Background: an optimization exercise with open tools, aiming at a short achievable clock period and few clock cycles per item. Do not read the settings as production practice. At most, simulation tests tie the RTL to the original design; equivalence was not proved. The RTL of runs 1 and 3 was laid out without a check of its function. Power and IR drop assume default switching activity.

**flow/config.mk**
```make
export PLATFORM = sky130hd
export DESIGN_NAME = lc4_cpu
export DESIGN_NICKNAME = lc4_cpu
export VERILOG_FILES = /design/flow/design.v
export SDC_FILE = /design/flow/constraint.sdc
export NUM_CORES = 4
export LEC_CHECK = 0
export ABC_CLOCK_PERIOD_IN_PS = 2000
export CAP_MARGIN = 20
export CORE_MARGIN = 2
export CORE_UTILIZATION = 40
export PLACE_DENSITY = 0.6
export SETUP_SLACK_MARGIN = 3.0
export SLEW_MARGIN = 20
```
**flow/constraint.sdc**
```tcl
create_clock -name core_clock -period 5.2 [get_ports {gwe}]
set_input_delay 1.0400 -clock core_clock [delete_from_list [all_inputs] [get_ports {gwe}]]
set_output_delay 1.0400 -clock core_clock [all_outputs]
set_load 0.01 [all_outputs]
```
**flow/design.v**
```verilog
`timescale 1ns/100ps
`timescale 1ns/100ps
`timescale 1ns/100ps
`timescale 1ns/100ps
`timescale 1ns/100ps
`timescale 1ns/100ps
`timescale 1ns/100ps
`timescale 1ns/100ps
`timescale 1ns/100ps
module lc4_cpu (
   input  logic        gwe,
   input  logic        i_arst_n,
   input  logic [15:0] i_imem_insn,
   output logic [15:0] o_imem_addr,
   input  logic [15:0] i_dmem_data,
   output logic [15:0] o_dmem_addr,
   output logic        o_dmem_we,
   output logic [15:0] o_dmem_wdata,
   output logic        o_retire_valid,
   output logic [15:0] o_retire_pc,
   output logic [15:0] o_retire_insn,
   output logic        o_retire_we,
   output logic [2:0]  o_retire_wsel,
   output logic [15:0] o_retire_data
);
   localparam int NB = 8;     
   localparam int TB = 10;    
   function automatic logic [2:0] flags_of(input logic [15:0] w);
      flags_of = {w[15], w == 16'h0000, !w[15] && w != 16'h0000};
   endfunction
   function automatic logic [15:0] add16(input logic [15:0] a, input logic [15:0] b,
                                         input logic cin);
      logic [15:0] p, g, gp, pp, gn, pn;
      p  = a ^ b;
      g  = a & b;
      gp = g;
      pp = p;
      gp[0] = g[0] | (p[0] & cin);
      for (int l = 0; l < 4; l++) begin
         for (int i = 0; i < 16; i++) begin
            if (i >= (1 << l)) begin
               gn[i] = gp[i] | (pp[i] & gp[i - (1 << l)]);
               pn[i] = pp[i] & pp[i - (1 << l)];
            end else begin
               gn[i] = gp[i];
               pn[i] = pp[i];
            end
         end
         gp = gn;
         pp = pn;
      end
      add16 = p ^ {gp[14:0], cin};
   endfunction
   logic [15:0] pc_q;            
   logic [15:0] pcn_q;           
   logic [15:0] pco_q;           
   logic [15:0] regs [8];
   logic [2:0]  nzp_q;           
   logic        fx_valid;
   logic [15:0] fx_pc, fx_pc1, fx_insn, fx_tgt;
   logic [15:0] fx_a, fx_b, fx_d;    
   logic        fx_we, fx_ld, fx_st, fx_br, fx_jmp, fx_jmpr;
   logic [6:0]  fx_op;               
   logic        fx_ad, fx_bd, fx_dd;   
   logic        fx_stall;            
   logic        fx_pred;             
   logic        fx_stt;              
   logic [NB-1:0] fx_hit;
   logic        xm_valid, xm_wr, xm_st;
   logic [15:0] xm_pc, xm_insn, xm_alu, xm_addr, xm_sd;
   logic        xm_ld;
   logic        xm_z;                
   logic        r_valid, r_we;
   logic [15:0] r_pc, r_insn, r_data;
   logic [NB-1:0] bt_v;
   logic [TB-1:0] bt_tag [NB];
   logic [15:0]   bt_tgt [NB];
   logic [NB-1:0] bt_fifo;           
   logic          bu_v;
   logic [NB-1:0] bu_sel;
   logic          bu_new;
   logic [15:0]   bu_tag, bu_tgt;
   logic [15:0] insn;
   logic [3:0]  op;
   logic [2:0]  rs, rt, rd;
   logic        d_we, d_ld, d_st, d_br, d_jmp, d_jmpr, d_bimm, d_usea, d_useb;
   logic [6:0]  d_op;
   logic [15:0] d_imm, pc1, st_tgt;
   logic        st_taken;
   assign insn = i_imem_insn;
   assign op   = insn[15:12];
   assign rs   = insn[8:6];
   assign rt   = insn[2:0];
   assign rd   = insn[11:9];
   assign pc1  = pc_q + 16'd1;
   always_comb begin
      d_we = 1'b0; d_ld = 1'b0; d_st = 1'b0; d_br = 1'b0; d_jmp = 1'b0; d_jmpr = 1'b0;
      d_bimm = 1'b1; d_usea = 1'b0; d_useb = 1'b0; d_op = 7'b0000001;
      d_imm = {{11{insn[4]}}, insn[4:0]};
      unique case (op)
         4'b0001: begin
            d_we   = insn[5] || !insn[3];
            d_bimm = insn[5];
            d_usea = d_we;
            d_useb = d_we && !insn[5];
            if (!insn[5] && insn[4]) d_op = 7'b0000010;
         end
         4'b0101: begin
            d_we   = 1'b1;
            d_bimm = insn[5];
            d_usea = 1'b1;
            d_useb = !insn[5] && insn[4:3] != 2'b01;
            if (insn[5]) d_op = 7'b0000100;
            else unique case (insn[4:3])
               2'b00:   d_op = 7'b0000100;
               2'b01:   d_op = 7'b0100000;
               2'b10:   d_op = 7'b0001000;
               default: d_op = 7'b0010000;
            endcase
         end
         4'b0110: begin
            d_we = 1'b1; d_ld = 1'b1; d_usea = 1'b1;
            d_imm = {{10{insn[5]}}, insn[5:0]};
         end
         4'b0111: begin
            d_st = 1'b1; d_usea = 1'b1;
            d_imm = {{10{insn[5]}}, insn[5:0]};
         end
         4'b1001: begin
            d_we = 1'b1; d_op = 7'b1000000;
            d_imm = {{7{insn[8]}}, insn[8:0]};
         end
         4'b0000: begin
            d_br  = insn[11:9] != 3'b000;
         end
         4'b1100: begin
            d_jmp  = insn[11];
            d_jmpr = !insn[11];
         end
         default: ;
      endcase
   end
   logic [15:0] t9, t11;
   assign t9       = add16(pc_q, {{7{insn[8]}}, insn[8:0]}, 1'b1);
   assign t11      = add16(pc_q, {{5{insn[10]}}, insn[10:0]}, 1'b1);
   assign st_tgt   = insn[14] ? t11 : t9;
   assign st_taken = d_jmp || (d_br && insn[8]);
   logic [NB-1:0] hit;
   logic          hit_any;
   logic [15:0]   hit_tgt;
   always_comb begin
      hit_tgt = '0;
      for (int j = 0; j < NB; j++) begin
         hit[j] = bt_v[j] && bt_tag[j] == pc_q[TB-1:0];
         hit_tgt = hit_tgt | ({16{hit[j]}} & bt_tgt[j]);
      end
      hit_any = |hit;
   end
   logic [15:0] pred_pc;
   assign pred_pc = hit_any ? hit_tgt : st_taken ? st_tgt : pc1;
   logic [15:0] res_m;
   assign res_m = xm_ld ? i_dmem_data : xm_alu;
   logic m_wr, ma, mb, md;
   logic [15:0] ra, rb, rdd;
   assign m_wr = xm_valid && xm_wr;
   assign ma   = m_wr && rs == xm_insn[11:9];
   assign mb   = m_wr && rt == xm_insn[11:9];
   assign md   = m_wr && rd == xm_insn[11:9];
   assign ra   = ma ? res_m : regs[rs];
   assign rb   = mb ? res_m : regs[rt];
   assign rdd  = md ? res_m : regs[rd];
   logic x_wr, xa, xb, xd;
   assign x_wr = fx_valid && fx_we;
   assign xa   = x_wr && rs == fx_insn[11:9];
   assign xb   = x_wr && rt == fx_insn[11:9];
   assign xd   = x_wr && rd == fx_insn[11:9];
   logic        stall, xv, mispredict, taken, mis_t, mis_n, cond;
   logic [15:0] a_j, d_fwd, alu, sum, dif, lres, target, pc_t, pc_n;
   logic [15:0] ps, gs;
   logic        z_add, z_x;
   logic [2:0]  nzp_eff;
   assign stall = fx_valid && fx_stall;
   assign a_j   = fx_ad ? i_dmem_data : fx_a;
   assign d_fwd = fx_dd ? i_dmem_data : fx_d;
   assign sum = fx_a + fx_b;
   assign dif = fx_a - fx_b;
   assign lres = ({16{fx_op[2]}} & (fx_a & fx_b))
               | ({16{fx_op[3]}} & (fx_a | fx_b))
               | ({16{fx_op[4]}} & (fx_a ^ fx_b))
               | ({16{fx_op[5]}} & ~fx_a)
               | ({16{fx_op[6]}} & fx_b);
   assign alu = ({16{fx_op[0]}} & sum) | ({16{fx_op[1]}} & dif) | lres;
   assign ps    = fx_a ^ fx_b;
   assign gs    = fx_a | fx_b;
   assign z_add = !ps[0] && ps[15:1] == gs[14:0];
   assign z_x   = fx_op[0] ? z_add : fx_op[1] ? fx_a == fx_b : lres == 16'h0000;
   assign nzp_eff = m_wr ? {xm_alu[15], xm_z, !xm_alu[15] && !xm_z} : nzp_q;
   assign cond    = |(fx_insn[11:9] & nzp_eff);
   assign taken   = fx_jmp || fx_jmpr || (fx_br && cond);
   assign target  = fx_jmpr ? a_j : fx_tgt;
   assign mis_t   = !fx_pred || (fx_jmpr ? a_j != pc_q : fx_tgt != pc_q);
   assign mis_n   = fx_pred;
   assign xv      = fx_valid && !stall;
   assign mispredict = xv && (taken ? mis_t : mis_n);
   assign pc_t    = mis_t ? target : pred_pc;
   assign pc_n    = mis_n ? fx_pc1 : pred_pc;
   assign o_imem_addr  = pco_q;
   assign o_dmem_addr  = xm_addr;
   assign o_dmem_we    = xm_st;
   assign o_dmem_wdata = xm_sd;
   assign o_retire_valid = r_valid;
   assign o_retire_pc    = r_pc;
   assign o_retire_insn  = r_insn;
   assign o_retire_we    = r_we;
   assign o_retire_wsel  = r_insn[11:9];
   assign o_retire_data  = r_data;
   logic [15:0] pc_d;
   always_comb begin
      if (stall)        pc_d = pc_q;
      else if (!fx_valid) pc_d = pred_pc;
      else if (taken)   pc_d = pc_t;
      else              pc_d = pc_n;
   end
   always_ff @(posedge gwe or negedge i_arst_n) begin
      if (!i_arst_n) begin
         pcn_q <= ~16'h8200;
         pco_q <= 16'h8200;
      end else begin
         pcn_q <= ~pc_d;
         pco_q <= pc_d;
      end
   end
   assign pc_q = ~pcn_q;
   always_ff @(posedge gwe or negedge i_arst_n) begin
      if (!i_arst_n)  fx_valid <= 1'b0;
      else if (!stall) fx_valid <= !mispredict;
   end
   always_ff @(posedge gwe) begin
      if (stall) begin
         if (fx_ad) fx_a <= i_dmem_data;
         if (fx_bd) fx_b <= i_dmem_data;
         if (fx_dd) fx_d <= i_dmem_data;
         fx_ad <= 1'b0; fx_bd <= 1'b0; fx_dd <= 1'b0;
         fx_stall <= 1'b0;
      end else begin
         fx_pc    <= pc_q;
         fx_pc1   <= pc1;
         fx_insn  <= insn;
         fx_tgt   <= st_tgt;
         fx_a     <= xa ? alu : ra;
         fx_b     <= d_bimm ? d_imm : xb ? alu : rb;
         fx_d     <= xd ? alu : rdd;
         fx_we <= d_we; fx_ld <= d_ld; fx_st <= d_st; fx_br <= d_br; fx_jmp <= d_jmp;
         fx_jmpr <= d_jmpr; fx_op <= d_op;
         fx_ad <= xa && fx_ld;
         fx_bd <= xb && fx_ld && !d_bimm;
         fx_dd <= xd && fx_ld;
         fx_stall <= fx_ld && ((xa && d_usea) || (xb && d_useb) || (x_wr && d_br));
         fx_pred   <= hit_any || st_taken;
         fx_stt    <= !hit_any && st_taken;
         fx_hit    <= hit;
      end
   end
   always_ff @(posedge gwe or negedge i_arst_n) begin
      if (!i_arst_n) begin
         xm_valid <= 1'b0;
         xm_st    <= 1'b0;
         xm_addr  <= '0;
      end else begin
         xm_valid <= fx_valid && !stall;
         xm_st    <= fx_valid && !stall && fx_st;
         xm_addr  <= alu;
      end
   end
   always_ff @(posedge gwe) begin
      xm_pc   <= fx_pc;
      xm_insn <= fx_insn;
      xm_alu  <= alu;
      xm_sd   <= d_fwd;
      xm_wr   <= fx_we;
      xm_ld   <= fx_ld;
      xm_z    <= z_x;
   end
   always_ff @(posedge gwe or negedge i_arst_n) begin
      if (!i_arst_n) begin
         for (int i = 0; i < 8; i++) regs[i] <= '0;
         nzp_q   <= 3'b010;
         r_valid <= 1'b0;
      end else begin
         if (m_wr) begin
            regs[xm_insn[11:9]] <= res_m;
            nzp_q <= xm_ld ? flags_of(i_dmem_data) : {xm_alu[15], xm_z, !xm_alu[15] && !xm_z};
         end
         r_valid <= xm_valid;
      end
   end
   always_ff @(posedge gwe) begin
      r_pc   <= xm_pc;
      r_insn <= xm_insn;
      r_we   <= m_wr;
      r_data <= m_wr ? res_m : 16'h0000;
   end
   always_ff @(posedge gwe or negedge i_arst_n) begin
      if (!i_arst_n) begin
         bt_v    <= '0;
         bt_fifo <= {{(NB-1){1'b0}}, 1'b1};
         bu_v    <= 1'b0;
      end else begin
         bu_v <= fx_valid && !stall && taken && !(fx_stt && (fx_jmp || fx_br));
         if (bu_v) begin
            bt_v <= bt_v | bu_sel;
            if (bu_new) bt_fifo <= {bt_fifo[NB-2:0], bt_fifo[NB-1]};
         end
      end
   end
   always_ff @(posedge gwe) begin
      bu_sel <= (fx_pred && !fx_stt) ? fx_hit : bt_fifo;
      bu_new <= !(fx_pred && !fx_stt);
      bu_tag <= fx_pc;
      bu_tgt <= target;
      for (int j = 0; j < NB; j++) begin
         if (bu_v && bu_sel[j]) begin
            bt_tag[j] <= bu_tag[TB-1:0];
            bt_tgt[j] <= bu_tgt;
         end
      end
   end
endmodule
```
**flow/run.sh**
```bash
#!/bin/bash
# synth_recipe.tcl (not shown) runs the flow's synth.tcl, then flattens the netlist and writes it again
# the make line also repeats each setting of config.mk as NAME=value (left out here)
make -C /OpenROAD-flow-scripts/flow DESIGN_CONFIG=/design/flow/config.mk WORK_HOME=/design/flow/orfs CLKGATE_MAP_FILE= SYNTH_SCRIPT=/design/flow/synth_recipe.tcl finish
```
==> impl_metrics.tcl, run 1 <==
set metrics [dict create \
    setup_tns_ns 0 \
    wl_met2_um 61000 \
    max_cap_violations 0 \
    via_count 28300 \
    grt_usage 0.296 \
    area_growth_pct 32.8 \
    ios 136 \
    clk_pin_slew_worst_paths_ns 0.07 \
    insertion_delay_ns 0.65 \
    peakVddDrop_v 0.000275 \
    synth_edf_count 311 \
    grt_pass1_vias 27700 \
    drtIter0Drc 3394 \
    cts_buffer_depth 3 \
    nets 3553 \
    timing.hold.ws_ns 0.323 \
    hold_violations 0 \
    netlist_area_um2 33100 \
    overflow 0 \
    largestRegisters "bt_tgt x128, regs x128, bt_tag x80" \
    grt_antenna_before_repair 8 \
    synth-seq-cells 688 \
    setup_viol 0 \
    critical_path_arrival_ns 3.72 \
    endpoint_kind "register" \
    dp_hpwl_um 82100 \
    ys.flop_type "edfxtp_1" \
    finalCriticalPeriod_ns 3.20 \
    cts_tree "built" \
    gp_congestion 0.989 \
    grt_setup_unrepaired "yes" \
    cts.htree.levels 3 \
    synth_cell_types 87 \
    vias_per_cell 6.17 \
    clock_sinks 688 \
    wl_per_cell_um 28.5 \
    fin_area_um2 43900 \
    die_width_um 292 \
    dieArea_um2 85000 \
    ant_nets 0 \
    drt_wl_total_um 131000 \
    yosysWarnings 4 \
    die_h_um 292 \
    worstSetupStartpointType "register" \
    core_um2 82000 \
    portBuffers 135 \
    hold_buffers 0 \
    critPathRequiredTime_ns 5.72 \
    finClkSkew_ns 0.0357 \
    grt_max_degree 94 \
    powerDensity_nw_per_um2 542 \
    firstDrtPassIters 6 \
    critPathKind "register to register" \
    grt_pass1_wl_um 187000 \
    start_util 0.403 \
    outcome "timing/DRC/antenna clean" \
    cp_max_fo 4 \
    cellLeakagePower_nw 17.1 \
    drc 0 \
    wl_met1_um 48500 \
    maxSlewHeadroom 0.205 \
    min_path_type "register to register" \
    highest_layer "met5" \
    synth_fp_nets 3142 \
    r2r_setup_slack_ns 2.00 \
    postSynthAreaPerCell_um2 10.9 \
    async_flop_share 0.291 \
    cts_buffers 75 \
    cts_root_buf "clkbuf_16" \
    seq_area_frac_synth 0.542 \
    fmax_mhz 313 \
    min_period_over_period 0.615 \
    maxSlewViolCount 0 \
    drive_gt1_frac 0.338 \
    row_count 105 \
    netlist_instances 3036 \
    wl_met3_um 11500 \
    placed_area_um2 36000 \
    tightest_slew_ns 1.18 \
]
power breakdown:
part,internal [W],switching (W)
clock network,0.00319,0.00237
logic,0.00422,0.00517
registers,0.00738,0.00147
total,0.0148,0.00901
layout by cell type, fill, tap and decap left out, types with 27 or more instances in the layout:
master	instances
xor2_1	80
mux4_2	33
dfrtp_1	178
nand2_1	189
buf_6	94
nand4_1	45
nand3_1	33
a22oi_1	58
a211oi_1	27
ha_1	39
nor2_1	234
xnor2_1	53
nor3_1	44
inv_1	91
clkbuf_16	81
buf_4	264
mux2i_1	82
buf_12	46
dfxtp_1	155
edfxtp_1	311
o21ai_0	99
o211ai_1	34
a21oi_1	190
mux2_2	54
buf_2	92
a221oi_1	31
routing by layer:
metal	vias up	track usage
li1	12100	-
met1	14000	0.363
met2	1717	0.484
met3	517	0.0549
met4	2	0.181
met5	-	0
cell usage after synthesis (19+ instances only):
library cell | instances | area share
clkbuf_1 | 157 | 0.018
xor2_1 | 90 | 0.024
a221oi_1 | 49 | 0.013
nand3_1 | 37 | 0.0056
o21ai_0 | 144 | 0.022
nor4_1 | 28 | 0.0053
xnor2_1 | 66 | 0.017
dfrtp_1 | 182 | 0.14
a21o_1 | 20 | 0.0045
buf_2 | 25 | 0.0038
a31oi_1 | 24 | 0.0045
mux4_2 | 33 | 0.022
nand2_1 | 209 | 0.024
a22o_1 | 25 | 0.0066
nand2b_1 | 22 | 0.0042
dfxtp_1 | 177 | 0.11
a21oi_1 | 222 | 0.034
o22ai_1 | 26 | 0.0049
o211ai_1 | 34 | 0.0077
inv_1 | 117 | 0.013
and2_1 | 26 | 0.0049
edfxtp_1 | 311 | 0.28
nor2_1 | 257 | 0.029
mux2i_1 | 98 | 0.030
nand4_1 | 45 | 0.0085
nor3_1 | 66 | 0.010
ha_1 | 69 | 0.026
mux2_2 | 56 | 0.019
a221o_1 | 19 | 0.0058
a22oi_1 | 63 | 0.014
a211oi_1 | 54 | 0.012
layout make-up:
cell class	instances	area, um^2
clock buffers	97	2080
flip-flops and latches	688	18000
multi-input cells	2019	16300
well taps	1070	1340
fillers	6992	38100
clock inverters	43	504
diodes	3	7.51
repair buffers	540	5130
inverters	123	551
timing repair:
item / in CTS / in global routing
setup buffers: 211 / 100
pin swaps: 141 / 126
cloned: 11 / 5
resized for setup: 849 / 229
endpoints found under the setup margin: 409 / 197
final timing paths:
check / from / to / cells after the start
max: register / pco_q[12] / 11
min: fx_pc[2] / bu_tag[2] / 0
max reg2reg: register / pco_q[12] / 11
min reg2reg: fx_pc[2] / bu_tag[2] / 0
max in group asynchronous: i_arst_n / xm_addr[8] / 2
min in group asynchronous: i_arst_n / pco_q[4] / 1
kinds of logic after synthesis:
logic type,count (synthesis),synth area share
AO/OA/AOI/OAI,807,0.163
XOR/XNOR,156,0.0413
adder cells (fa/ha/maj),72,0.0279
buffers and inverters,333,0.0406
flip-flops,688,0.542
multiplexers,190,0.0725
AND/OR/NAND/NOR,790,0.113
stage by stage:
| step | utilization | total power [W] | cells | setup WS [ns] |
|---|---|---|---|---|
| 2_1_floorplan | - | 0.0126 | 3036 | 1.54 |
| 3_3_place_gp | 0.440 | 0.0155 | 4113 | 0.809 |
| 3_5_place_dp | 0.440 | 0.0156 | 4113 | 0.758 |
| 4_1_cts | 0.512 | 0.0227 | 4475 | 2.02 |
| 5_1_grt | 0.536 | 0.0247 | 4582 | 1.86 |
| 6_report | 0.536 | 0.0238 | 4583 | 2.00 |
critical path: stages, from the launching register on:
cell and delay (ns):
dfstp_4 0.64, clkinvlp_4 0.17, fa_2 0.43, a21o_1 0.18, a21oi_2 0.19, o21ai_2 0.11, a311o_1 0.37, a311o_1 0.34
a22o_1 0.20, mux2i_1 0.14, o21ai_1 0.10, a21o_1 0.18
==> run 2, diff against run 1 <==
--- a/flow/design.v
+++ b/flow/design.v
@@ -52,7 +52,6 @@
       add16 = p ^ {gp[14:0], cin};
    endfunction
    logic [15:0] pc_q;            
-   logic [15:0] pcn_q;           
    logic [15:0] pco_q;           
    logic [15:0] regs [8];
    logic [2:0]  nzp_q;           
@@ -61,10 +60,9 @@
    logic [15:0] fx_a, fx_b, fx_d;    
    logic        fx_we, fx_ld, fx_st, fx_br, fx_jmp, fx_jmpr;
    logic [6:0]  fx_op;               
-   logic        fx_ad, fx_bd, fx_dd;   
+   logic        fx_ad, fx_dd;        
    logic        fx_stall;            
    logic        fx_pred;             
-   logic        fx_stt;              
    logic [NB-1:0] fx_hit;
    logic        xm_valid, xm_wr, xm_st;
    logic [15:0] xm_pc, xm_insn, xm_alu, xm_addr, xm_sd;
@@ -86,7 +84,6 @@
    logic        d_we, d_ld, d_st, d_br, d_jmp, d_jmpr, d_bimm, d_usea, d_useb;
    logic [6:0]  d_op;
    logic [15:0] d_imm, pc1, st_tgt;
-   logic        st_taken;
    assign insn = i_imem_insn;
    assign op   = insn[15:12];
    assign rs   = insn[8:6];
@@ -140,11 +137,8 @@
          default: ;
       endcase
    end
-   logic [15:0] t9, t11;
-   assign t9       = add16(pc_q, {{7{insn[8]}}, insn[8:0]}, 1'b1);
-   assign t11      = add16(pc_q, {{5{insn[10]}}, insn[10:0]}, 1'b1);
-   assign st_tgt   = insn[14] ? t11 : t9;
-   assign st_taken = d_jmp || (d_br && insn[8]);
+   assign st_tgt = add16(pc_q, insn[14] ? {{5{insn[10]}}, insn[10:0]} : {{7{insn[8]}}, insn[8:0]},
+                         1'b1);
    logic [NB-1:0] hit;
    logic          hit_any;
    logic [15:0]   hit_tgt;
@@ -157,7 +151,7 @@
       hit_any = |hit;
    end
    logic [15:0] pred_pc;
-   assign pred_pc = hit_any ? hit_tgt : st_taken ? st_tgt : pc1;
+   assign pred_pc = hit_any ? hit_tgt : pc1;
    logic [15:0] res_m;
    assign res_m = xm_ld ? i_dmem_data : xm_alu;
    logic m_wr, ma, mb, md;
@@ -182,8 +176,8 @@
    assign stall = fx_valid && fx_stall;
    assign a_j   = fx_ad ? i_dmem_data : fx_a;
    assign d_fwd = fx_dd ? i_dmem_data : fx_d;
-   assign sum = fx_a + fx_b;
-   assign dif = fx_a - fx_b;
+   assign sum = add16(fx_a, fx_b, 1'b0);
+   assign dif = add16(fx_a, ~fx_b, 1'b1);
    assign lres = ({16{fx_op[2]}} & (fx_a & fx_b))
                | ({16{fx_op[3]}} & (fx_a | fx_b))
                | ({16{fx_op[4]}} & (fx_a ^ fx_b))
@@ -198,7 +192,8 @@
    assign cond    = |(fx_insn[11:9] & nzp_eff);
    assign taken   = fx_jmp || fx_jmpr || (fx_br && cond);
    assign target  = fx_jmpr ? a_j : fx_tgt;
-   assign mis_t   = !fx_pred || (fx_jmpr ? a_j != pc_q : fx_tgt != pc_q);
+   assign mis_t   = !fx_pred || (!fx_jmpr ? fx_tgt != pc_q
+                                 : fx_ad ? i_dmem_data != pc_q : fx_a != pc_q);
    assign mis_n   = fx_pred;
    assign xv      = fx_valid && !stall;
    assign mispredict = xv && (taken ? mis_t : mis_n);
@@ -216,33 +211,25 @@
    assign o_retire_data  = r_data;
    logic [15:0] pc_d;
    always_comb begin
-      if (stall)        pc_d = pc_q;
+      if (stall)        pc_d = fx_pc;
       else if (!fx_valid) pc_d = pred_pc;
       else if (taken)   pc_d = pc_t;
       else              pc_d = pc_n;
    end
-   always_ff @(posedge gwe or negedge i_arst_n) begin
-      if (!i_arst_n) begin
-         pcn_q <= ~16'h8200;
-         pco_q <= 16'h8200;
-      end else begin
-         pcn_q <= ~pc_d;
-         pco_q <= pc_d;
-      end
+   always_ff @(posedge gwe) begin
+      pc_q     <= i_arst_n ? pc_d : 16'h8200;
+      fx_valid <= i_arst_n && !mispredict && !stall;
+      if (!i_arst_n)
+         nzp_q <= 3'b010;
+      else if (m_wr)
+         nzp_q <= xm_ld ? flags_of(i_dmem_data) : {xm_alu[15], xm_z, !xm_alu[15] && !xm_z};
    end
-   assign pc_q = ~pcn_q;
    always_ff @(posedge gwe or negedge i_arst_n) begin
-      if (!i_arst_n)  fx_valid <= 1'b0;
-      else if (!stall) fx_valid <= !mispredict;
+      if (!i_arst_n) pco_q <= 16'h8200;
+      else           pco_q <= pc_d;
    end
    always_ff @(posedge gwe) begin
-      if (stall) begin
-         if (fx_ad) fx_a <= i_dmem_data;
-         if (fx_bd) fx_b <= i_dmem_data;
-         if (fx_dd) fx_d <= i_dmem_data;
-         fx_ad <= 1'b0; fx_bd <= 1'b0; fx_dd <= 1'b0;
-         fx_stall <= 1'b0;
-      end else begin
+      begin
          fx_pc    <= pc_q;
          fx_pc1   <= pc1;
          fx_insn  <= insn;
@@ -253,11 +240,9 @@
          fx_we <= d_we; fx_ld <= d_ld; fx_st <= d_st; fx_br <= d_br; fx_jmp <= d_jmp;
          fx_jmpr <= d_jmpr; fx_op <= d_op;
          fx_ad <= xa && fx_ld;
-         fx_bd <= xb && fx_ld && !d_bimm;
          fx_dd <= xd && fx_ld;
          fx_stall <= fx_ld && ((xa && d_usea) || (xb && d_useb) || (x_wr && d_br));
-         fx_pred   <= hit_any || st_taken;
-         fx_stt    <= !hit_any && st_taken;
+         fx_pred   <= hit_any;
          fx_hit    <= hit;
       end
    end
@@ -284,13 +269,9 @@
    always_ff @(posedge gwe or negedge i_arst_n) begin
       if (!i_arst_n) begin
          for (int i = 0; i < 8; i++) regs[i] <= '0;
-         nzp_q   <= 3'b010;
          r_valid <= 1'b0;
       end else begin
-         if (m_wr) begin
-            regs[xm_insn[11:9]] <= res_m;
-            nzp_q <= xm_ld ? flags_of(i_dmem_data) : {xm_alu[15], xm_z, !xm_alu[15] && !xm_z};
-         end
+         if (m_wr) regs[xm_insn[11:9]] <= res_m;
          r_valid <= xm_valid;
       end
    end
@@ -306,7 +287,7 @@
          bt_fifo <= {{(NB-1){1'b0}}, 1'b1};
          bu_v    <= 1'b0;
       end else begin
-         bu_v <= fx_valid && !stall && taken && !(fx_stt && (fx_jmp || fx_br));
+         bu_v <= fx_valid && !stall && taken;
          if (bu_v) begin
             bt_v <= bt_v | bu_sel;
             if (bu_new) bt_fifo <= {bt_fifo[NB-2:0], bt_fifo[NB-1]};
@@ -314,8 +295,8 @@
       end
    end
    always_ff @(posedge gwe) begin
-      bu_sel <= (fx_pred && !fx_stt) ? fx_hit : bt_fifo;
-      bu_new <= !(fx_pred && !fx_stt);
+      bu_sel <= fx_pred ? fx_hit : bt_fifo;
+      bu_new <= !fx_pred;
       bu_tag <= fx_pc;
       bu_tgt <= target;
       for (int j = 0; j < NB; j++) begin
==> flow/config.mk (replaced) <==
export PLATFORM = sky130hd
export DESIGN_NAME = lc4_cpu
export DESIGN_NICKNAME = lc4_cpu
export VERILOG_FILES = /design/flow/design.v
export SDC_FILE = /design/flow/constraint.sdc
export NUM_CORES = 4
export LEC_CHECK = 0
export CAP_MARGIN = 20
export CORE_MARGIN = 2
export CORE_UTILIZATION = 40
export PLACE_DENSITY = 0.6
export SETUP_SLACK_MARGIN = 4.5
export SLEW_MARGIN = 20
==> run 2 against run 1 <==
- critical path type unchanged
- flip-flop and latch count decreased by 2
- global-route usage up 4.0 points
- synthesized cell count is 5.5% lower
- die area is 7.0% lower
==> impl_metrics.tcl, run 2 <==
set metrics [dict create \
    outcome "timing/DRC/antenna clean" \
    cts.htree.levels 3 \
    synth_area_leaders "edfxtp_1, dfxtp_1, dfrtp_1, xnor2_1, a21oi_1" \
    comb_power_share 0.314 \
    synth-seq-cells 686 \
    grt_pass1_wl_um 192000 \
    seqPwrFrac 0.384 \
    cts_tree "built" \
    min_period_over_period 0.529 \
    nets 3577 \
    fin_area_um2 47400 \
    dieArea_um2 79000 \
    crit_chain "buf_4, buf_4, mux2i_4, mux2_4, o22ai_1, or3_4, buf_6, nor2_4, a211oi_4, buf_6, a41oi_4, or3_1" \
    grt_antenna_before_repair 4 \
    post-route-util 0.624 \
    async_flop_share 0.262 \
    cellLeakagePower_nw 18.4 \
    worst_path_largest_cell_delay_ns 0.37 \
    grt_pass1_vias 27600 \
    die_width_um 281 \
    placed_area_um2 35200 \
    synthTopCellsByCount "dfxtp_1, nand2_1, nor2_1" \
    finClkSkew_ns 0.0385 \
    synth_top_cell_by_area "edfxtp_1" \
    ys.flop_type "dfxtp_1" \
    wl_per_cell_um 30.4 \
    fmax_mhz 364 \
    place_ws_ns 1.02 \
    die_h_um 281 \
    grt_usage 0.336 \
    postSynthAreaPerCell_um2 10.7 \
    cts_buffers 76 \
    n_antenna_cell 0 \
    min_path_type "input pin to async pin" \
    largestRegisters "bt_tgt x128, regs x128, bt_tag x80" \
    setup_viol 0 \
    seq_area_frac_synth 0.544 \
    cp_max_fo 4 \
    firstDrtPassIters 8 \
    clk_pin_slew_worst_paths_ns 0.06 \
    gp_congestion 0.922 \
    power_frac_clock 0.301 \
    drtIter0Drc 3602 \
    netlist_area_um2 30700 \
    worstSetupStartpointType "register" \
    final_common_cell "buf_6" \
    cts_buffer_depth 3 \
    insertion_delay_ns 0.66 \
    ant_nets 0 \
    drc 0 \
    tightest_slew_ns 0.881 \
    hold_buffers 0 \
    synth_fp_nets 2970 \
    critPathSlowestCell "or3_1" \
    critPathKind "register to register" \
    yosysWarnings 4 \
    maxSlewViolCount 0 \
    critPathBufInv 4 \
    finalCriticalPeriod_ns 2.75 \
    area_growth_pct 54.3 \
    yosysMostFrequentCell "dfxtp_1" \
    drt_wl_total_um 139000 \
    synth_top_area_share 0.203 \
    vias_per_cell 6.16 \
    p_int_w 0.0124 \
    via_count 28100 \
    drive_gt1_frac 0.501 \
    switchingPower_w 0.00633 \
    max_cap_violations 0 \
    start_util 0.404 \
    fin_ws_ns 2.45 \
    dp_hpwl_um 70900 \
    synth_cell_types 90 \
    synth_edf_count 208 \
    grt_max_degree 36 \
    maxSlewHeadroom 0.408 \
    grt_setup_unrepaired "yes" \
    critical-path-top-delay-family "buffers and inverters" \
    setup_tns_ns 0 \
    overflow 0 \
    row_count 101 \
    cts_root_buf "clkbuf_16" \
    final_cell_mix "buf_6, buf_4, edfxtp_1" \
    powerDensity_nw_per_um2 394 \
    fin_total_pwr_w 0.0187 \
    peakVddDrop_v 0.000266 \
    critPathRequiredTime_ns 5.72 \
    ios 136 \
    clock_sinks 686 \
    p_sw_frac 0.338 \
    core_um2 75900 \
    portBuffers 135 \
    critical_path_arrival_ns 3.27 \
    hold_violations 0 \
    endpoint_kind "register" \
    netlist_instances 2870 \
]
## run 2: cell type report
cell class              count  area, um^2
fillers                  5623       28500
repair buffers            693        8500
clock buffers             105        2160
inverters                 128         584
multi-input cells        1891       17400
well taps                1030        1290
flip-flops and latches    686       17000
repair inverters            1        16.3
clock inverters            37         443
## run 2: path summary, 6_finish.rpt
kind / startpoint / endpoint / slack, ns / cells after the start
max: fx_ad / pc_q[15] / 2.45 / 12
min: i_arst_n / bu_v / 0.27 / 1
max reg2reg: fx_ad / pc_q[15] / 2.45 / 12
min reg2reg: xm_insn[14] / r_insn[14] / 0.31 / 0
max in group asynchronous: i_arst_n / regs[4][1] / 4.44 / 2
min in group core_clock: xm_insn[14] / r_insn[14] / 0.31 / 0
## run 2: repair_timing
action                     4_1_cts  5_1_grt
cloned                          72       12
setup endpoints to repair      991      762
resized for setup             1378      319
setup buffers                  335      112
pin swaps                      219      157
## run 2: power groups by stage
stage | logic, W | clock network [W] | registers (W)
floorplan | 0.00276 | 0 | 0.00687
global placement | 0.00381 | 0 | 0.00710
detailed placement | 0.00385 | 0 | 0.00713
CTS | 0.00516 | 0.00566 | 0.00705
global route | 0.00613 | 0.00589 | 0.00722
finish | 0.00587 | 0.00563 | 0.00718
## run 2: per-stage QoR
stage / hold slack (ns) / std cells
global route: 0.254 / 4571
finish: 0.267 / 4571
CTS: 0.238 / 4447
floorplan: 0.310 / 2870
detailed placement: 0.312 / 3898
global placement: 0.311 / 3898
## run 2: cell families (layout without fill, tap and decap cells)
logic type      after synthesis  after routing  share of synthesized area
compound gates              709            709                      0.151
xor+xnor                    179            179                     0.0510
fa+ha+maj                    66             66                     0.0276
buf+inv                     319            964                     0.0429
flops                       686            686                      0.544
mux                         177            177                     0.0727
simple gates                734            760                      0.111
## run 2: routing by layer
layer,part of all wire,up-vias,GRT usage
met3,0.12,630,0.0953
li1,-,11700,-
met1,0.36,13900,0.418
met4,0.080,10,0.197
met5,0.00094,-,0.00625
met2,0.44,1980,0.521
Testbench counts of run 2, summed over its fixed seeds: cycles 4,110, instrs 3,763.
==> run 3, diff against run 2 <==
--- a/flow/design.v
+++ b/flow/design.v
@@ -61,13 +61,15 @@
    logic        fx_we, fx_ld, fx_st, fx_br, fx_jmp, fx_jmpr;
    logic [6:0]  fx_op;               
    logic        fx_ad, fx_dd;        
-   logic        fx_stall;            
+   logic        fx_dx;               
    logic        fx_pred;             
    logic [NB-1:0] fx_hit;
    logic        xm_valid, xm_wr, xm_st;
    logic [15:0] xm_pc, xm_insn, xm_alu, xm_addr, xm_sd;
    logic        xm_ld;
    logic        xm_z;                
+   logic        xm_jchk;             
+   logic [15:0] xm_ptgt;
    logic        r_valid, r_we;
    logic [15:0] r_pc, r_insn, r_data;
    logic [NB-1:0] bt_v;
@@ -168,14 +170,15 @@
    assign xa   = x_wr && rs == fx_insn[11:9];
    assign xb   = x_wr && rt == fx_insn[11:9];
    assign xd   = x_wr && rd == fx_insn[11:9];
-   logic        stall, xv, mispredict, taken, mis_t, mis_n, cond;
-   logic [15:0] a_j, d_fwd, alu, sum, dif, lres, target, pc_t, pc_n;
+   logic stall;
+   assign stall = fx_ld && ((xa && d_usea) || (xb && d_useb) || (x_wr && d_br));
+   logic        xv, mispredict, taken, mis_t, mis_n, cond;
+   logic [15:0] a_j, d_fwd, alu, sum, dif, lres, target;
    logic [15:0] ps, gs;
    logic        z_add, z_x;
    logic [2:0]  nzp_eff;
-   assign stall = fx_valid && fx_stall;
    assign a_j   = fx_ad ? i_dmem_data : fx_a;
-   assign d_fwd = fx_dd ? i_dmem_data : fx_d;
+   assign d_fwd = fx_dd ? i_dmem_data : fx_dx ? xm_alu : fx_d;
    assign sum = add16(fx_a, fx_b, 1'b0);
    assign dif = add16(fx_a, ~fx_b, 1'b1);
    assign lres = ({16{fx_op[2]}} & (fx_a & fx_b))
@@ -192,13 +195,12 @@
    assign cond    = |(fx_insn[11:9] & nzp_eff);
    assign taken   = fx_jmp || fx_jmpr || (fx_br && cond);
    assign target  = fx_jmpr ? a_j : fx_tgt;
-   assign mis_t   = !fx_pred || (!fx_jmpr ? fx_tgt != pc_q
-                                 : fx_ad ? i_dmem_data != pc_q : fx_a != pc_q);
+   assign mis_t   = !fx_pred || (!fx_jmpr ? fx_tgt != pc_q : !fx_ad && fx_a != pc_q);
    assign mis_n   = fx_pred;
-   assign xv      = fx_valid && !stall;
+   assign xv      = fx_valid;
    assign mispredict = xv && (taken ? mis_t : mis_n);
-   assign pc_t    = mis_t ? target : pred_pc;
-   assign pc_n    = mis_n ? fx_pc1 : pred_pc;
+   logic mis_m;
+   assign mis_m = xm_valid && xm_jchk && r_data != xm_ptgt;
    assign o_imem_addr  = pco_q;
    assign o_dmem_addr  = xm_addr;
    assign o_dmem_we    = xm_st;
@@ -211,14 +213,14 @@
    assign o_retire_data  = r_data;
    logic [15:0] pc_d;
    always_comb begin
-      if (stall)        pc_d = fx_pc;
-      else if (!fx_valid) pc_d = pred_pc;
-      else if (taken)   pc_d = pc_t;
-      else              pc_d = pc_n;
+      if (mis_m)        pc_d = r_data;
+      else if (mispredict) pc_d = taken ? target : fx_pc1;
+      else if (stall)   pc_d = pc_q;
+      else              pc_d = pred_pc;
    end
    always_ff @(posedge gwe) begin
       pc_q     <= i_arst_n ? pc_d : 16'h8200;
-      fx_valid <= i_arst_n && !mispredict && !stall;
+      fx_valid <= i_arst_n && !mispredict && !stall && !mis_m;
       if (!i_arst_n)
          nzp_q <= 3'b010;
       else if (m_wr)
@@ -236,12 +238,12 @@
          fx_tgt   <= st_tgt;
          fx_a     <= xa ? alu : ra;
          fx_b     <= d_bimm ? d_imm : xb ? alu : rb;
-         fx_d     <= xd ? alu : rdd;
+         fx_d     <= rdd;
          fx_we <= d_we; fx_ld <= d_ld; fx_st <= d_st; fx_br <= d_br; fx_jmp <= d_jmp;
          fx_jmpr <= d_jmpr; fx_op <= d_op;
          fx_ad <= xa && fx_ld;
          fx_dd <= xd && fx_ld;
-         fx_stall <= fx_ld && ((xa && d_usea) || (xb && d_useb) || (x_wr && d_br));
+         fx_dx <= xd && !fx_ld;
          fx_pred   <= hit_any;
          fx_hit    <= hit;
       end
@@ -252,8 +254,8 @@
          xm_st    <= 1'b0;
          xm_addr  <= '0;
       end else begin
-         xm_valid <= fx_valid && !stall;
-         xm_st    <= fx_valid && !stall && fx_st;
+         xm_valid <= xv && !mis_m;
+         xm_st    <= xv && !mis_m && fx_st;
          xm_addr  <= alu;
       end
    end
@@ -265,6 +267,8 @@
       xm_wr   <= fx_we;
       xm_ld   <= fx_ld;
       xm_z    <= z_x;
+      xm_jchk <= fx_jmpr && fx_ad && fx_pred;
+      xm_ptgt <= pc_q;
    end
    always_ff @(posedge gwe or negedge i_arst_n) begin
       if (!i_arst_n) begin
@@ -287,7 +291,7 @@
          bt_fifo <= {{(NB-1){1'b0}}, 1'b1};
          bu_v    <= 1'b0;
       end else begin
-         bu_v <= fx_valid && !stall && taken;
+         bu_v <= xv && !mis_m && taken;
          if (bu_v) begin
             bt_v <= bt_v | bu_sel;
             if (bu_new) bt_fifo <= {bt_fifo[NB-2:0], bt_fifo[NB-1]};
--- a/flow/config.mk
+++ b/flow/config.mk
@@ -7,7 +7,7 @@
 export LEC_CHECK = 0
 export CAP_MARGIN = 20
 export CORE_MARGIN = 2
-export CORE_UTILIZATION = 40
-export PLACE_DENSITY = 0.6
+export CORE_UTILIZATION = 65
+export PLACE_DENSITY = 0.8
 export SETUP_SLACK_MARGIN = 4.5
 export SLEW_MARGIN = 20
==> run 3 against run 2 <==
- the flow now stops in clock tree synthesis (4_1_cts)
- synthesized cell count grew 1.0%
- synthesized area rose by 1.3%
==> impl_metrics.tcl, run 3 <==
set metrics [dict create \
    cts_root_buf "clkbuf_16" \
    clock_sinks 687 \
    netlist_instances 2900 \
    synth_fp_nets 3000 \
    hold_buffers 0 \
    ctsResizeCount 1502 \
    synth_compound_area_frac 0.149 \
    seq_area_frac_synth 0.538 \
    start_util 0.655 \
    synthTopCellsByCount "dfxtp_1, nor2_1, nand2_1" \
    yosysMostFrequentCell "dfxtp_1" \
    cts_buffer_depth 3 \
    haltStage "clock tree synthesis (4_1_cts)" \
    place_ws_ns 1.19 \
    yosysWarnings 4 \
    synth_top_area_share 0.201 \
    async_flop_share 0.262 \
    synth_top_cell_by_area "edfxtp_1" \
    synth-seq-cells 687 \
    netlist_area_um2 31100 \
    ys.flop_type "dfxtp_1" \
    gp_congestion 0.998 \
    synth_cell_types 87 \
    row_count 80 \
    tool.error "[ERROR DPL-0033] detailed placement checks failed during check placement." \
    portBuffers 135 \
    synth_area_leaders "edfxtp_1, dfxtp_1, dfrtp_1, mux2i_1, xnor2_1" \
    synth_edf_count 208 \
    ios 136 \
    synth_mux_area_frac 0.0774 \
    dp_hpwl_um 66600 \
    cts.htree.levels 3 \
    post_cts_buffers 460 \
    synth-simple-area-share 0.113 \
    synth_fa_ha_area_frac 0.0273 \
    cts_buffers 72 \
    die_width_um 223 \
    postSynthAreaPerCell_um2 10.7 \
    synth_top_family_by_area "compound AO/OA/AOI/OAI gates" \
    die_h_um 223 \
    outcome "aborted with a tool error" \
    synth_xor_area_frac 0.0543 \
]
## run 3: worst min path at each step
stage	from	end	slack [ns]	depth (start not counted)
detailed placement	xm_insn[3]	r_insn[3]	0.31	0
global placement	xm_insn[8]	r_insn[8]	0.31	0
floorplan	xm_insn[0]	r_insn[0]	0.31	0
## run 3: power by group through the flow
stage          registers, W  logic [W]  clock network, W
2_1_floorplan       0.00682    0.00250                 0
3_3_place_gp        0.00701    0.00331                 0
3_5_place_dp        0.00705    0.00338                 0
## run 3: kinds of logic after synthesis
family                   Yosys count
adder cells (fa/ha/maj)           66
AND/OR/NAND/NOR                  748
XOR/XNOR                         193
flip-flops                       687
buffers and inverters            299
AO/OA/AOI/OAI                    705
multiplexers                     202
## run 3: metrics by stage
stage	total power (W)	std cells	instance area [um^2]
floorplan	0.00932	2900	33900
global placement	0.0103	3490	34500
detailed placement	0.0104	3490	34500
==> run 4, diff against run 3 <==
--- a/flow/design.v
+++ b/flow/design.v
@@ -61,31 +61,38 @@
    logic        fx_we, fx_ld, fx_st, fx_br, fx_jmp, fx_jmpr;
    logic [6:0]  fx_op;               
    logic        fx_ad, fx_dd;        
-   logic        fx_dx;               
+   logic        fx_ax, fx_dx;        
    logic        fx_pred;             
+   logic        fx_tok;              
    logic [NB-1:0] fx_hit;
    logic        xm_valid, xm_wr, xm_st;
    logic [15:0] xm_pc, xm_insn, xm_alu, xm_addr, xm_sd;
    logic        xm_ld;
    logic        xm_z;                
    logic        xm_jchk;             
-   logic [15:0] xm_ptgt;
+   logic [15:0] xm_jtgt, xm_ptgt;
    logic        r_valid, r_we;
    logic [15:0] r_pc, r_insn, r_data;
    logic [NB-1:0] bt_v;
    logic [TB-1:0] bt_tag [NB];
+   logic [15-TB:0] bt_taghi [NB];
    logic [15:0]   bt_tgt [NB];
+   logic [10:0]   bt_off [NB];
+   logic [NB-1:0] bt_ofit;
    logic [NB-1:0] bt_fifo;           
    logic          bu_v;
    logic [NB-1:0] bu_sel;
    logic          bu_new;
    logic [15:0]   bu_tag, bu_tgt;
+   logic [10:0]   bu_off;
+   logic          bu_ofit;
    logic [15:0] insn;
    logic [3:0]  op;
    logic [2:0]  rs, rt, rd;
    logic        d_we, d_ld, d_st, d_br, d_jmp, d_jmpr, d_bimm, d_usea, d_useb;
    logic [6:0]  d_op;
    logic [15:0] d_imm, pc1, st_tgt;
+   logic [10:0] off;
    assign insn = i_imem_insn;
    assign op   = insn[15:12];
    assign rs   = insn[8:6];
@@ -139,20 +146,22 @@
          default: ;
       endcase
    end
-   assign st_tgt = add16(pc_q, insn[14] ? {{5{insn[10]}}, insn[10:0]} : {{7{insn[8]}}, insn[8:0]},
-                         1'b1);
+   assign off    = insn[14] ? insn[10:0] : {{2{insn[8]}}, insn[8:0]};
+   assign st_tgt = add16(pc_q, {{5{off[10]}}, off}, 1'b1);
    logic [NB-1:0] hit;
-   logic          hit_any;
-   logic [15:0]   hit_tgt;
+   logic          hit_any, tok;
+   logic [15:0]   hit_tgt, pred_pc;
    always_comb begin
       hit_tgt = '0;
+      tok     = 1'b1;
       for (int j = 0; j < NB; j++) begin
          hit[j] = bt_v[j] && bt_tag[j] == pc_q[TB-1:0];
          hit_tgt = hit_tgt | ({16{hit[j]}} & bt_tgt[j]);
+         if (hit[j] && !(bt_ofit[j] && bt_off[j] == off && bt_taghi[j] == pc_q[15:TB]))
+            tok = 1'b0;
       end
       hit_any = |hit;
    end
-   logic [15:0] pred_pc;
    assign pred_pc = hit_any ? hit_tgt : pc1;
    logic [15:0] res_m;
    assign res_m = xm_ld ? i_dmem_data : xm_alu;
@@ -165,19 +174,19 @@
    assign ra   = ma ? res_m : regs[rs];
    assign rb   = mb ? res_m : regs[rt];
    assign rdd  = md ? res_m : regs[rd];
-   logic x_wr, xa, xb, xd;
-   assign x_wr = fx_valid && fx_we;
-   assign xa   = x_wr && rs == fx_insn[11:9];
-   assign xb   = x_wr && rt == fx_insn[11:9];
-   assign xd   = x_wr && rd == fx_insn[11:9];
-   logic stall;
-   assign stall = fx_ld && ((xa && d_usea) || (xb && d_useb) || (x_wr && d_br));
-   logic        xv, mispredict, taken, mis_t, mis_n, cond;
+   logic x_wr, x_slow, xa, xb, xd, stall;
+   assign x_wr   = fx_valid && fx_we;
+   assign x_slow = fx_ld || fx_op[0] || fx_op[1];
+   assign xa     = x_wr && rs == fx_insn[11:9];
+   assign xb     = x_wr && rt == fx_insn[11:9];
+   assign xd     = x_wr && rd == fx_insn[11:9];
+   assign stall  = (x_slow && ((xa && d_usea) || (xb && d_useb))) || (x_wr && fx_ld && d_br);
+   logic        mispredict, taken, mis_t, mis_n, cond;
    logic [15:0] a_j, d_fwd, alu, sum, dif, lres, target;
    logic [15:0] ps, gs;
    logic        z_add, z_x;
    logic [2:0]  nzp_eff;
-   assign a_j   = fx_ad ? i_dmem_data : fx_a;
+   assign a_j   = fx_ad ? i_dmem_data : fx_ax ? xm_alu : fx_a;
    assign d_fwd = fx_dd ? i_dmem_data : fx_dx ? xm_alu : fx_d;
    assign sum = add16(fx_a, fx_b, 1'b0);
    assign dif = add16(fx_a, ~fx_b, 1'b1);
@@ -195,12 +204,11 @@
    assign cond    = |(fx_insn[11:9] & nzp_eff);
    assign taken   = fx_jmp || fx_jmpr || (fx_br && cond);
    assign target  = fx_jmpr ? a_j : fx_tgt;
-   assign mis_t   = !fx_pred || (!fx_jmpr ? fx_tgt != pc_q : !fx_ad && fx_a != pc_q);
+   assign mis_t   = !fx_pred || (!fx_jmpr && !fx_tok);
    assign mis_n   = fx_pred;
-   assign xv      = fx_valid;
-   assign mispredict = xv && (taken ? mis_t : mis_n);
+   assign mispredict = fx_valid && (taken ? mis_t : mis_n);
    logic mis_m;
-   assign mis_m = xm_valid && xm_jchk && r_data != xm_ptgt;
+   assign mis_m = xm_valid && xm_jchk && xm_jtgt != xm_ptgt;
    assign o_imem_addr  = pco_q;
    assign o_dmem_addr  = xm_addr;
    assign o_dmem_we    = xm_st;
@@ -213,14 +221,14 @@
    assign o_retire_data  = r_data;
    logic [15:0] pc_d;
    always_comb begin
-      if (mis_m)        pc_d = r_data;
+      if (mis_m)           pc_d = xm_jtgt;
       else if (mispredict) pc_d = taken ? target : fx_pc1;
-      else if (stall)   pc_d = pc_q;
-      else              pc_d = pred_pc;
+      else if (stall)      pc_d = pc_q;
+      else                 pc_d = pred_pc;
    end
    always_ff @(posedge gwe) begin
       pc_q     <= i_arst_n ? pc_d : 16'h8200;
-      fx_valid <= i_arst_n && !mispredict && !stall && !mis_m;
+      fx_valid <= i_arst_n && !mis_m && !mispredict && !stall;
       if (!i_arst_n)
          nzp_q <= 3'b010;
       else if (m_wr)
@@ -231,22 +239,22 @@
       else           pco_q <= pc_d;
    end
    always_ff @(posedge gwe) begin
-      begin
-         fx_pc    <= pc_q;
-         fx_pc1   <= pc1;
-         fx_insn  <= insn;
-         fx_tgt   <= st_tgt;
-         fx_a     <= xa ? alu : ra;
-         fx_b     <= d_bimm ? d_imm : xb ? alu : rb;
-         fx_d     <= rdd;
-         fx_we <= d_we; fx_ld <= d_ld; fx_st <= d_st; fx_br <= d_br; fx_jmp <= d_jmp;
-         fx_jmpr <= d_jmpr; fx_op <= d_op;
-         fx_ad <= xa && fx_ld;
-         fx_dd <= xd && fx_ld;
-         fx_dx <= xd && !fx_ld;
-         fx_pred   <= hit_any;
-         fx_hit    <= hit;
-      end
+      fx_pc    <= pc_q;
+      fx_pc1   <= pc1;
+      fx_insn  <= insn;
+      fx_tgt   <= st_tgt;
+      fx_a     <= (xa && !x_slow) ? lres : ra;
+      fx_b     <= d_bimm ? d_imm : (xb && !x_slow) ? lres : rb;
+      fx_d     <= rdd;
+      fx_we <= d_we; fx_ld <= d_ld; fx_st <= d_st; fx_br <= d_br; fx_jmp <= d_jmp;
+      fx_jmpr <= d_jmpr; fx_op <= d_op;
+      fx_ad <= xa && fx_ld;
+      fx_ax <= xa && !fx_ld;
+      fx_dd <= xd && fx_ld;
+      fx_dx <= xd && !fx_ld;
+      fx_pred <= hit_any;
+      fx_tok  <= tok;
+      fx_hit  <= hit;
    end
    always_ff @(posedge gwe or negedge i_arst_n) begin
       if (!i_arst_n) begin
@@ -254,8 +262,8 @@
          xm_st    <= 1'b0;
          xm_addr  <= '0;
       end else begin
-         xm_valid <= xv && !mis_m;
-         xm_st    <= xv && !mis_m && fx_st;
+         xm_valid <= fx_valid && !mis_m;
+         xm_st    <= fx_valid && !mis_m && fx_st;
          xm_addr  <= alu;
       end
    end
@@ -267,7 +275,8 @@
       xm_wr   <= fx_we;
       xm_ld   <= fx_ld;
       xm_z    <= z_x;
-      xm_jchk <= fx_jmpr && fx_ad && fx_pred;
+      xm_jchk <= fx_jmpr && fx_pred;
+      xm_jtgt <= a_j;
       xm_ptgt <= pc_q;
    end
    always_ff @(posedge gwe or negedge i_arst_n) begin
@@ -291,7 +300,7 @@
          bt_fifo <= {{(NB-1){1'b0}}, 1'b1};
          bu_v    <= 1'b0;
       end else begin
-         bu_v <= xv && !mis_m && taken;
+         bu_v <= fx_valid && !mis_m && taken;
          if (bu_v) begin
             bt_v <= bt_v | bu_sel;
             if (bu_new) bt_fifo <= {bt_fifo[NB-2:0], bt_fifo[NB-1]};
@@ -303,10 +312,15 @@
       bu_new <= !fx_pred;
       bu_tag <= fx_pc;
       bu_tgt <= target;
+      bu_off <= fx_insn[14] ? fx_insn[10:0] : {{2{fx_insn[8]}}, fx_insn[8:0]};
+      bu_ofit <= !fx_jmpr;
       for (int j = 0; j < NB; j++) begin
          if (bu_v && bu_sel[j]) begin
-            bt_tag[j] <= bu_tag[TB-1:0];
-            bt_tgt[j] <= bu_tgt;
+            bt_tag[j]   <= bu_tag[TB-1:0];
+            bt_taghi[j] <= bu_tag[15:TB];
+            bt_tgt[j]   <= bu_tgt;
+            bt_off[j]   <= bu_off;
+            bt_ofit[j]  <= bu_ofit;
          end
       end
    end
==> run 4 against run 3 <==
- the run fails in global routing (5_1_grt)
- synthesized cell count increased by 9.4%
- synthesized area grew 19%
==> impl_metrics.tcl, run 4 <==
set metrics [dict create \
    synth-seq-cells 852 \
    gp_congestion 0.989 \
    place_inst 3895 \
    ys.flop_type "edfxtp_1" \
    synth_fp_nets 3272 \
    synth_cell_types 88 \
    die_width_um 243 \
    overflow 6404 \
    yosysMostFrequentCell "edfxtp_1" \
    synth_edf_count 352 \
    netlist_area_um2 37100 \
    cts_buffers 83 \
    synth_xor_area_frac 0.0737 \
    outcome "aborted with a tool error" \
    postSynthAreaPerCell_um2 11.7 \
    grt_usage 1.10 \
    hold_buffers 0 \
    ios 136 \
    seq_area_frac_synth 0.579 \
    cts_root_buf "clkbuf_16" \
    synth_area_leaders "edfxtp_1, dfxtp_1, dfrtp_1, xnor2_1, xor2_1" \
    cts.htree.levels 3 \
    synth_fa_ha_area_frac 0.0229 \
    synth_top_area_share 0.285 \
    dp_hpwl_um 74600 \
    netlist_instances 3172 \
    clock_sinks 852 \
    yosysWarnings 6 \
    start_util 0.658 \
    synth_top_family_by_area "compound AO/OA/AOI/OAI gates" \
    grt_max_degree 35 \
    synth_top_cell_by_area "edfxtp_1" \
    synth_mux_area_frac 0.0784 \
    synth-simple-area-share 0.101 \
    portBuffers 135 \
    row_count 87 \
    die_h_um 243 \
    cts_buffer_depth 3 \
    synthTopCellsByCount "edfxtp_1, dfxtp_1, nand2_1, nor2_1, dfrtp_1" \
    async_flop_share 0.211 \
    haltStage "global routing (5_1_grt)" \
    tool.error "[ERROR GRT-0232] Routing congestion too high. Check the congestion heatmap in the GUI." \
    synth_compound_area_frac 0.112 \
]
run 4: repair_timing:
action,in CTS
pin swaps,275
buffers inserted,419
resized for setup,1647
gates cloned,113
setup endpoints to repair,1309
run 4: kinds of logic after synthesis:
logic type | Yosys count
mux | 214
buf+inv | 294
flops | 852
fa+ha+maj | 66
simple gates | 783
compound gates | 651
xor+xnor | 312
run 4: power by group through the flow:
stage	Sequential (W)	Combinational [W]	Clock [W]
after floorplan	0.00839	0.00271	0
after global placement	0.00866	0.00348	0
after detailed placement	0.00871	0.00356	0
after CTS	0.00862	0.00483	0.00645
run 4: through the flow:
step / hold slack [ns] / area (um^2) / setup WS (ns)
2_1_floorplan: 0.310 / 40200 / 2.07
3_3_place_gp: 0.310 / 40800 / 1.36
3_5_place_dp: 0.312 / 40800 / 1.20
4_1_cts: 0.261 / 53200 / 2.63
run 4: worst max path at each step:
stage / endpoint / depth (start not counted) / start
floorplan: fx_tgt[14] / 14 / i_imem_insn[0]
global placement: fx_tok / 8 / i_imem_insn[5]
detailed placement: fx_tok / 8 / i_imem_insn[5]
CTS: fx_tgt[14] / 13 / pc_q[0]
run 4: layer usage:
metal / overflow / GRT usage
met5: 41 / 0.820
met4: 1335 / 1.19
met3: 236 / 0.922
met2: 4587 / 1.37
met1: 205 / 0.971
Testbench counts of run 4, summed over its fixed seeds: cycles 4,089, instrs 3,763.

## what the ideal ports hide
Ports are ideal in the flow. The routed layouts listed here were re-timed in OpenROAD.
Step 1 (the two cells are an assumption about what drives the block):
set clk [get_ports {gwe}]
set_driving_cell -lib_cell sky130_fd_sc_hd__clkbuf_16 $clk
set_driving_cell -lib_cell sky130_fd_sc_hd__buf_2 [delete_from_list [all_inputs] $clk]
Step 2 times the ports against the registers' clock, not the clock port: input delays grow and output delays shrink by t, the midpoint of the rising clock arrivals with the driver on.
a / b / c = no drivers / after step 1 / after step 2; a / b = the first two.
| run | shift t [ns] | setup WS [ns] | slew at the worst register clock pin (ns) |
|---|---|---|---|
| run 1 | 0.704 | 2.003 / 2.003 / 1.410 | 0.07 / 0.07 |
| run 2 | 0.707 | 2.450 / 2.450 / 1.777 | 0.07 / 0.07 |
After both steps setup and hold are still met in every run listed. The setup slack of run 2, which loses most, moves by 0.000 ns with the drivers and by -0.673 ns with both steps.
